Context: an optimization exercise on an open-source flow, tuned for small area. The choices shown serve that exercise and are no tape-out recipe. RTL that was checked went through simulation tests only; none was proved equivalent to the original. No activity file was given, so power comes from the tool's default toggle rates.

Setup of the reference run:
==> flow/design.v <==
`timescale 1ns/1ps
module gameTop (
    input  logic         slowclk,
    input  logic         arstN,
    input  logic [4:0]   buttons,
    input  logic         restartEnable,
    input  logic [1:0]   speed,
    output logic [149:0] view
);
    function automatic logic [12:0] add12(input logic [11:0] a, input logic [11:0] b, input logic ci);
        logic        c;
        logic [11:0] r;
        c = ci;
        for (int i = 0; i < 12; i++)
        begin
            r[i] = a[i] ^ b[i] ^ c;
            c    = (a[i] & b[i]) | (c & (a[i] ^ b[i]));
        end
        add12 = {c, r};
    endfunction
    function automatic logic cy12(input logic [11:0] a, input logic [11:0] b, input logic ci);
        logic c;
        c = ci;
        for (int i = 0; i < 12; i++)
            c = (a[i] & b[i]) | (c & (a[i] | b[i]));
        cy12 = c;
    endfunction
    function automatic logic cy8(input logic [7:0] a, input logic [7:0] b, input logic ci);
        logic c;
        c = ci;
        for (int i = 0; i < 8; i++)
            c = (a[i] & b[i]) | (c & (a[i] | b[i]));
        cy8 = c;
    endfunction
    function automatic logic ge12(input logic [11:0] a, input logic [11:0] b);
        ge12 = cy12(a, ~b, 1'b1);
    endfunction
    function automatic logic [11:0] dif12(input logic [11:0] b, input logic [11:0] na);
        logic [12:0] t;
        t = add12(b, na, 1'b1);
        dif12 = t[11:0];
    endfunction
    function automatic logic nearAx(input logic [11:0] d, input logic [7:0] rm1);
        logic neg;
        neg = d[11];
        nearAx = (d[11:8] == {4{neg}}) & cy8(rm1, d[7:0] ^ {8{~neg}}, ~neg);
    endfunction
    logic [10:1] pxH;
    logic [9:1]  pyH;
    logic [10:0] fx;
    logic [9:0]  fy;
    logic [10:0] c1x, c2x;
    logic [9:0]  c1y, c2y;
    logic [9:1]  w1yH, w2yH;
    logic [7:0]  score, hiscore;
    logic [10:0] spx;
    logic [9:0]  spy;
    logic [11:0] px, py, w1y, w2y;
    logic [11:0] fx12, fy12, c1x12, c1y12, c2x12, c2y12;
    assign px    = {1'b0, pxH, 1'b0};
    assign py    = {2'd0, pyH, 1'b0};
    assign w1y   = {2'd0, w1yH, 1'b0};
    assign w2y   = {2'd0, w2yH, 1'b1};
    assign fx12  = {1'b0, fx};
    assign fy12  = {2'd0, fy};
    assign c1x12 = {1'b0, c1x};
    assign c1y12 = {2'd0, c1y};
    assign c2x12 = {1'b0, c2x};
    assign c2y12 = {2'd0, c2y};
    logic [12:0] t3s, tsz;
    logic [7:0]  size;
    logic [11:0] h;
    assign t3s  = add12({4'd0, score}, {3'd0, score, 1'b0}, 1'b0);
    assign tsz  = add12({4'd0, t3s[7:0]}, 12'd32, 1'b0);
    assign size = tsz[7:0];
    assign h    = {5'd0, size[7:1]};
    logic [12:0] t10, t8, t16, t50;
    logic [7:0]  r10m1, r8m1, r16m1, r50m1;
    assign t10   = add12(h, 12'd9, 1'b0);
    assign t8    = add12(h, 12'd7, 1'b0);
    assign t16   = add12(h, 12'd15, 1'b0);
    assign t50   = add12(h, 12'd49, 1'b0);
    assign r10m1 = t10[7:0];
    assign r8m1  = t8[7:0];
    assign r16m1 = t16[7:0];
    assign r50m1 = t50[7:0];
    logic hazards, awake1, awake2;
    assign hazards = |score[7:2];
    assign awake1  = |score;
    assign awake2  = (|score[7:3]) | (score[2] & score[1]);
    logic [11:0] d1x, d2x, d1y, d2y;
    logic [11:0] npx, npy;
    assign npx = ~px;
    assign npy = ~py;
    assign d1x = dif12(c1x12, npx);
    assign d2x = dif12(c2x12, npx);
    assign d1y = dif12(c1y12, npy);
    assign d2y = dif12(c2y12, npy);
    logic seekTouch;
    assign seekTouch = (nearAx(d1x, r10m1) & nearAx(d1y, r10m1)) |
                       (nearAx(d2x, r10m1) & nearAx(d2y, r10m1));
    logic        pSel;
    logic [11:0] ex, ey;
    assign pSel = ge12(px, 12'd676);
    assign ex   = dif12(pSel ? 12'd1000 : 12'd350, npx);
    assign ey   = dif12(pSel ? w2y : w1y, npy);
    logic sweepTouch;
    assign sweepTouch = hazards & nearAx(ex, r16m1) & nearAx(ey, r50m1);
    logic [12:0] pxh, pyh;
    logic wall;
    assign pxh  = add12(px, h, 1'b0);
    assign pyh  = add12(py, h, 1'b0);
    assign wall = ge12({4'd0, r10m1}, px) | ge12({4'd0, r10m1}, py) |
                  ge12(pxh[11:0], 12'd1430) | ge12(pyh[11:0], 12'd890);
    logic respawn;
    assign respawn = (buttons[0] & restartEnable) | wall | seekTouch | sweepTouch;
    logic [11:0] fdx, fdy;
    logic eat;
    assign fdx = dif12(fx12, npx);
    assign fdy = dif12(fy12, npy);
    assign eat = ~respawn & nearAx(fdx, r8m1) & nearAx(fdy, r8m1);
    logic k1r1, k1r2, k2r1, k2r2;
    assign k1r1 = ge12(c1x12, 12'd325) & ~ge12(c1x12, 12'd376);
    assign k1r2 = ge12(c1x12, 12'd975) & ~ge12(c1x12, 12'd1026);
    assign k2r1 = ge12(c2x12, 12'd325) & ~ge12(c2x12, 12'd376);
    assign k2r2 = ge12(c2x12, 12'd975) & ~ge12(c2x12, 12'd1026);
    logic [11:0] k1d, k2d;
    assign k1d = dif12(c1y12, ~(k1r2 ? w2y : w1y));
    assign k2d = dif12(c2y12, ~(k2r2 ? w2y : w1y));
    logic knock1, knock2;
    assign knock1 = hazards & (k1r1 | k1r2) & nearAx(k1d, 8'd59);
    assign knock2 = hazards & (k2r1 | k2r2) & nearAx(k2d, 8'd59);
    logic [11:0] step1, step2;
    assign step1 = {9'd0, (speed == 2'd3), speed + 2'd1};
    assign step2 = {9'd0, speed[1], ~speed[1], speed[0]};
    function automatic logic [11:0] towards(input logic [11:0] pos, input logic [11:0] d,
                                             input logic go, input logic [11:0] st);
        logic [12:0] t;
        logic        en, dn;
        en = go & (d != 12'd0);
        dn = en & ~d[11];
        t  = add12(pos, (st & {12{en}}) ^ {12{dn}}, dn);
        towards = t[11:0];
    endfunction
    logic [11:0] c1xN, c2xN, c1yN, c2yN;
    assign c1xN = towards(c1x12, d1x, awake1, step1);
    assign c1yN = towards(c1y12, d1y, awake1, step1);
    assign c2xN = towards(c2x12, d2x, awake2, step2);
    assign c2yN = towards(c2y12, d2y, awake2, step2);
    logic [12:0] pxN, pyN;
    logic        mr, ml, md, mu;
    assign mr  = buttons[1] & ~buttons[2];
    assign ml  = buttons[2] & ~buttons[1];
    assign md  = buttons[3] & ~buttons[4];
    assign mu  = buttons[4] & ~buttons[3];
    assign pxN = add12({2'd0, pxH}, {{10{ml}}, mr, mr | ml}, 1'b0);
    assign pyN = add12({3'd0, pyH}, {{10{mu}}, md, md | mu}, 1'b0);
    logic [11:0] wst;
    logic [12:0] w1N, w2N;
    logic        w1home, w2home;
    assign wst    = {9'd0, hazards, hazards & speed[1], hazards & speed[0]};
    assign w1N    = add12({3'd0, w1yH}, wst, 1'b0);
    assign w2N    = add12({3'd0, w2yH}, ~wst, 1'b1);
    assign w1home = respawn | (hazards & ge12({3'd0, w1yH}, 12'd445));
    assign w2home = respawn | (hazards & ~ge12({3'd0, w2yH}, 12'd5));
    logic [12:0] spxN, spyN;
    assign spxN = add12({1'b0, spx}, 12'd17, 1'b0);
    assign spyN = add12({2'd0, spy}, 12'd29, 1'b0);
    logic [12:0] scN, hiN;
    assign scN = add12({4'd0, score}, 12'd0, 1'b1);
    assign hiN = add12({4'd0, hiscore}, 12'd0, 1'b1);
    always_ff @(posedge slowclk or negedge arstN)
    begin
        if (!arstN)
        begin
            pxH     <= 10'd360;
            pyH     <= 9'd225;
            fx      <= 11'd700;
            fy      <= 10'd800;
            c1x     <= 11'd150;
            c1y     <= 10'd0;
            c2x     <= 11'd1250;
            c2y     <= 10'd0;
            w1yH    <= 9'd30;
            w2yH    <= 9'd419;
            score   <= 8'd0;
            hiscore <= 8'd0;
            spx     <= 11'd70;
            spy     <= 10'd70;
        end
        else
        begin
            spx <= ge12({1'b0, spx}, 12'd1401) ? 11'd70 : spxN[10:0];
            spy <= ge12({2'd0, spy}, 12'd871) ? 10'd70 : spyN[9:0];
            if (respawn)
            begin
                pxH   <= 10'd360;
                pyH   <= 9'd225;
                fx    <= 11'd700;
                fy    <= 10'd800;
                score <= 8'd0;
            end
            else
            begin
                pxH <= pxN[9:0];
                pyH <= pyN[8:0];
                if (eat)
                begin
                    fx    <= spx;
                    fy    <= spy;
                    score <= scN[7:0];
                end
            end
            if (eat && (score == hiscore))
                hiscore <= hiN[7:0];
            if (respawn || knock1)
            begin
                c1x <= 11'd150;
                c1y <= 10'd0;
            end
            else
            begin
                c1x <= c1xN[10:0];
                c1y <= c1yN[9:0];
            end
            if (respawn || knock2)
            begin
                c2x <= 11'd1250;
                c2y <= 10'd0;
            end
            else
            begin
                c2x <= c2xN[10:0];
                c2y <= c2yN[9:0];
            end
            w1yH <= w1home ? 9'd30 : w1N[8:0];
            w2yH <= w2home ? 9'd419 : w2N[8:0];
        end
    end
    assign view = {px[10:0], py[9:0], size, fx, fy, c1x, c1y, c2x, c2y,
                   11'd350, w1y[9:0], 11'd1000, w2y[9:0], score, hiscore};
endmodule
export LEC_CHECK = 0
export ABC_AREA = 1
export CAP_MARGIN = 20
export CORE_MARGIN = 2
export CORE_UTILIZATION = 40
export CTS_BUF_LIST = sky130_fd_sc_hd__clkbuf_8
export SLEW_MARGIN = 20
create_clock -name core_clock -period 10.0 [get_ports {slowclk}]
standard.sh (not shown) runs the stock make flow with config.mk's settings and CLKGATE_MAP_FILE= SYNTH_SCRIPT=/design/flow/synth_recipe.tcl, a recipe that flattens the netlist after the stock synthesis.
==> flow/flow/run.sh <==
#!/bin/bash
# Standard layout, with the port buffers made from the smallest plain buffer.
set -euo pipefail
bash standard.sh "BUFFER_PORTS_ARGS=-buffer_cell sky130_fd_sc_hd__buf_1" finish > flow_make.log 2>&1
### the reference run -> the trial run
diff --git a/flow/config.mk b/flow/config.mk
--- a/flow/config.mk
+++ b/flow/config.mk
@@ -10,4 +10,6 @@
 export CORE_MARGIN = 2
-export CORE_UTILIZATION = 40
-export CTS_BUF_LIST = sky130_fd_sc_hd__clkbuf_8
+export CORE_UTILIZATION = 60
+export CTS_BUF_LIST = sky130_fd_sc_hd__clkbuf_8 sky130_fd_sc_hd__clkbuf_16
+export CTS_CLUSTER_DIAMETER = 150
+export CTS_CLUSTER_SIZE = 30
 export SLEW_MARGIN = 20
Results
The trial run reached the final stage; the timing, design-rule and antenna checks on its layout passed. Going from the reference run to the trial run, the utilization after layout was found to have gone up by 22 points. Global-route usage: the trial run higher than the reference run. The run with more routed wire is the reference run, not the trial run. Compared with the reference run, the trial run shows share of total power in combinational logic lower by 2.6 points. There was hardly any difference in design area between the trial run and the reference run. Looking only at met2 routing resource usage after global routing, and setting everything else aside, the lower value of the trial run and the reference run goes to the reference run. Comparing the trial run and the reference run, the lower worst setup slack was measured on the trial run.
No run of this note included a check of the RTL's function; only the layout flow was run.

========
Another version of the RTL of gameTop (not shown whole).
Size in the first run: ~160 I/O pins, about 11000 um2 of cells after synthesis.
export LEC_CHECK = 0
export ABC_AREA = 1
export CAP_MARGIN = 5
export CORE_MARGIN = 2
export CORE_UTILIZATION = 50
export CTS_BUF_LIST = sky130_fd_sc_hd__clkbuf_4 sky130_fd_sc_hd__clkbuf_8
export SLEW_MARGIN = 5
create_clock -name core_clock -period 10.0 [get_ports {slowclk}]
==> flow/flow/run.sh <==
#!/bin/bash
# Own layout flow:
#  1. the standard synthesis, unchanged;
#  2. its combinational logic re-mapped for area with ABC, with a few scripts
#     (resynth.ys, area*.abc); every register instance stays exactly as the
#     standard synthesis made it (same name, same cell);
#  3. each re-mapped netlist proven equal to the standard one (eqcheck.py:
#     registers cut into free inputs and checked outputs, SAT proof), and the
#     smallest proven one kept (the standard netlist if none is proven);
#  4. the standard layout steps on that netlist, with the port buffers made
#     from the smallest plain buffer and the clock tree built without dummy
#     loads (CTS_ARGS below).
# Each tool's output goes to a log file of its own in this folder.
set -euo pipefail
HERE=$(pwd)
R=$HERE/orfs/results/$FLOW_PLATFORM/gameTop/base
LIB=$FLOW_HOME/platforms/$FLOW_PLATFORM/lib/sky130_fd_sc_hd__tt_025C_1v80.lib
BP="BUFFER_PORTS_ARGS=-buffer_cell sky130_fd_sc_hd__buf_1"
CTS="CTS_ARGS=-sink_clustering_enable -repair_clock_nets -buf_list {sky130_fd_sc_hd__clkbuf_4 sky130_fd_sc_hd__clkbuf_8} -dont_use_dummy_load"

bash standard.sh "$BP" synth > log_1_standard_synth.log 2>&1
cp "$R/1_2_yosys.v" "$HERE/standard_synth.v"

DU=$(for c in $(cat flow/dontuse.txt); do printf -- '-dont_use %s ' "$c"; done)
resynth() {
    local n=$1
    sed -e "s#@LIB@#$LIB#g" -e "s#@IN@#$HERE/standard_synth.v#" -e "s#@OUT@#$HERE/resynth_$n.v#" \
        -e "s#@ABC@#$HERE/flow/area$n.abc#" -e "s#@DU@#$DU#" -e "s#@TOP@#$FLOW_TOP#g" \
        flow/resynth.ys > "resynth_$n.ys"
    if timeout 1500 yosys -l "log_2_resynth_$n.log" -s "resynth_$n.ys" > /dev/null 2>&1 &&
       timeout 1500 python3 flow/eqcheck.py "$LIB" "$HERE/standard_synth.v" "$HERE/resynth_$n.v" \
           "$HERE/eq_$n" > "log_3_eqcheck_$n.log" 2>&1; then
        grep -i "chip area" "log_2_resynth_$n.log" | tail -1 | awk '{print $NF}' > "area_$n.txt"
    fi
}
for n in 1 2 3; do resynth $n & done
wait

best=""; bestArea=""
for n in 1 2 3; do
    if [[ -s "area_$n.txt" ]]; then
        a=$(cat "area_$n.txt")
        if [[ -z "$best" ]] || python3 -c "import sys; sys.exit(0 if $a < $bestArea else 1)"; then
            best=$n; bestArea=$a
        fi
    fi
done
echo "chosen netlist: ${best:-standard} ${bestArea}" > log_4_choice.log
if [[ -n "$best" ]]; then
    cp "$HERE/resynth_$best.v" "$R/1_2_yosys.v"
    touch "$R/1_2_yosys.v"
fi

bash standard.sh "$BP" "$CTS" finish > log_5_standard_layout.log 2>&1
Other scripts of this flow, unchanged in this note and not shown: flow/flow/area1.abc, flow/flow/area2.abc, flow/flow/area3.abc, flow/flow/dontuse.txt, flow/flow/eqcheck.py, flow/flow/resynth.ys
==> next run, changes <==
--- a/flow/flow/run.sh
+++ b/flow/flow/run.sh
@@ -11,2 +11 @@
-#     from the smallest plain buffer and the clock tree built without dummy
-#     loads (CTS_ARGS below).
+#     from the smallest plain buffer.
@@ -19 +17,0 @@
-CTS="CTS_ARGS=-sink_clustering_enable -repair_clock_nets -buf_list {sky130_fd_sc_hd__clkbuf_4 sky130_fd_sc_hd__clkbuf_8} -dont_use_dummy_load"
@@ -54 +52 @@
-bash standard.sh "$BP" "$CTS" finish > log_5_standard_layout.log 2>&1
+bash standard.sh "$BP" finish > log_5_standard_layout.log 2>&1
Result:
- fmax barely changes
- power went up by 5.6%
- die area does not change
==> next run, changes <==
--- a/flow/flow/run.sh
+++ b/flow/flow/run.sh
@@ -17,0 +18 @@
+CTS="CTS_ARGS=-sink_clustering_enable -repair_clock_nets -buf_list {sky130_fd_sc_hd__clkbuf_2 sky130_fd_sc_hd__clkbuf_4} -dont_use_dummy_load"
@@ -52 +53 @@
-bash standard.sh "$BP" finish > log_5_standard_layout.log 2>&1
+bash standard.sh "$BP" "$CTS" finish > log_5_standard_layout.log 2>&1
CTS_BUF_LIST = sky130_fd_sc_hd__clkbuf_2 sky130_fd_sc_hd__clkbuf_4   (was sky130_fd_sc_hd__clkbuf_4 sky130_fd_sc_hd__clkbuf_8)
Effect: Non-clock buffer count is unchanged; setup slack got worse by 0.011 ns; maximum frequency hardly moves; power is lower by 7.7%; routed wire length fell by 0.55%; flip-flop and latch count stays the same; via count decreases by 0.74%; cell area falls by 2.6%; first-iteration DRC count came out lower by 5.0%; cell count fell by 0.64%; clock skew increases by 0.022 ns.
==> next run, changes <==
--- a/flow/flow/run.sh
+++ b/flow/flow/run.sh
@@ -18 +18 @@
-CTS="CTS_ARGS=-sink_clustering_enable -repair_clock_nets -buf_list {sky130_fd_sc_hd__clkbuf_2 sky130_fd_sc_hd__clkbuf_4} -dont_use_dummy_load"
+CTS="CTS_ARGS=-sink_clustering_enable -repair_clock_nets -buf_list {sky130_fd_sc_hd__clkbuf_8 sky130_fd_sc_hd__clkbuf_16} -sink_clustering_size 40 -sink_clustering_max_diameter 200 -sink_buffer_max_cap_derate 1.0 -dont_use_dummy_load"
CTS_BUF_LIST = sky130_fd_sc_hd__clkbuf_4 sky130_fd_sc_hd__clkbuf_8   (was sky130_fd_sc_hd__clkbuf_2 sky130_fd_sc_hd__clkbuf_4)
Outcome: The changed run produced a clean layout; cell area came out higher by 2.3%; register-to-register slack improves by 0.04 ns; wire length came out higher by 0.57%; combinational power barely changes; power came out higher by 7.5%; non-clock buffer count stays the same; sequential share of layout area came out lower by 0.57 points; clock power came out higher by 89%.
==> next run, changes <==
--- a/flow/flow/run.sh
+++ b/flow/flow/run.sh
@@ -11 +11,2 @@
-#     from the smallest plain buffer.
+#     from the smallest plain buffer and the clock tree built without dummy
+#     loads (CTS_ARGS below).
@@ -18 +19 @@
-CTS="CTS_ARGS=-sink_clustering_enable -repair_clock_nets -buf_list {sky130_fd_sc_hd__clkbuf_8 sky130_fd_sc_hd__clkbuf_16} -sink_clustering_size 40 -sink_clustering_max_diameter 200 -sink_buffer_max_cap_derate 1.0 -dont_use_dummy_load"
+CTS="CTS_ARGS=-sink_clustering_enable -repair_clock_nets -buf_list {sky130_fd_sc_hd__clkbuf_2 sky130_fd_sc_hd__clkbuf_4} -dont_use_dummy_load"
CTS_BUF_LIST = sky130_fd_sc_hd__clkbuf_2 sky130_fd_sc_hd__clkbuf_4   (was sky130_fd_sc_hd__clkbuf_4 sky130_fd_sc_hd__clkbuf_8)
Area after synthesis is unchanged.
Power came out lower by 6.9%.
Die area stays the same.
Combinational power stays flat.
Clock-buffer cell count is unchanged.
==> next run, changes <==
--- a/flow/flow/run.sh
+++ b/flow/flow/run.sh
@@ -11,2 +11 @@
-#     from the smallest plain buffer and the clock tree built without dummy
-#     loads (CTS_ARGS below).
+#     from the smallest plain buffer.
@@ -19 +18 @@
-CTS="CTS_ARGS=-sink_clustering_enable -repair_clock_nets -buf_list {sky130_fd_sc_hd__clkbuf_2 sky130_fd_sc_hd__clkbuf_4} -dont_use_dummy_load"
+CTS="CTS_ARGS=-sink_clustering_enable -repair_clock_nets -buf_list {sky130_fd_sc_hd__clkbuf_4 sky130_fd_sc_hd__clkbuf_8} -dont_use_dummy_load"
CTS_BUF_LIST = sky130_fd_sc_hd__clkbuf_4 sky130_fd_sc_hd__clkbuf_8   (was sky130_fd_sc_hd__clkbuf_2 sky130_fd_sc_hd__clkbuf_4)
Outcome: Power went up by 2.6%. Setup slack gets better by 0.035 ns. Non-clock buffer count does not change. First-iteration DRC count goes down by 8.1%. Wire length is about the same. Design area came out higher by 0.85%. Register-to-register slack improves by 0.04 ns. Count of clock-buffer cells in the layout does not change. Hold slack degrades by 0.0036 ns. Synthesized area does not change. Combinational power hardly moves.

[static timing again, ports no longer ideal]
No port has a modelled driver above. Below, the same layouts with a new extraction and two added sets of constraints. Step 1 sets driving cells, clkbuf_16 on the clock port and buf_2 on the other inputs (assumed; they add their load-dependent delay and slew). Step 2, shift: input delay + t, output delay - t, t = (earliest + latest rising clock arrival at the registers) / 2. This alone moves slack from input paths to output paths. Slacks: ideal / step 1 / step 2; pairs: ideal / step 1.
| run | t (ns) | slack for setup (ns) | worst setup path after step 2 | slew at the worst register clock pin (ns) | cell pins on the clock port's net |
|---|---|---|---|---|---|
| the reference run | 0.516 | 0.977 / 0.977 / 0.977 | register to register | 0.10 / 0.10 | 1 |
| the trial run | 0.479 | 0.945 / 0.945 / 0.945 | register to register | 0.07 / 0.07 | 1 |
| the first run of note 2 | 0.485 | 1.587 / 1.587 / 1.587 | register to register | 0.08 / 0.08 | 1 |
| the second run of note 2 | 0.504 | 1.562 / 1.562 / 1.562 | register to register | 0.08 / 0.08 | 1 |
| the third run of note 2 | 0.580 | 1.552 / 1.552 / 1.552 | register to register | 0.12 / 0.12 | 1 |
| the fourth run of note 2 | 0.575 | 1.591 / 1.591 / 1.591 | register to register | 0.06 / 0.06 | 1 |
| the fifth run of note 2 | 0.580 | 1.552 / 1.552 / 1.552 | register to register | 0.12 / 0.12 | 1 |
| the sixth run of note 2 | 0.485 | 1.587 / 1.587 / 1.587 | register to register | 0.08 / 0.08 | 1 |
After both steps setup and hold are still met in every run listed.
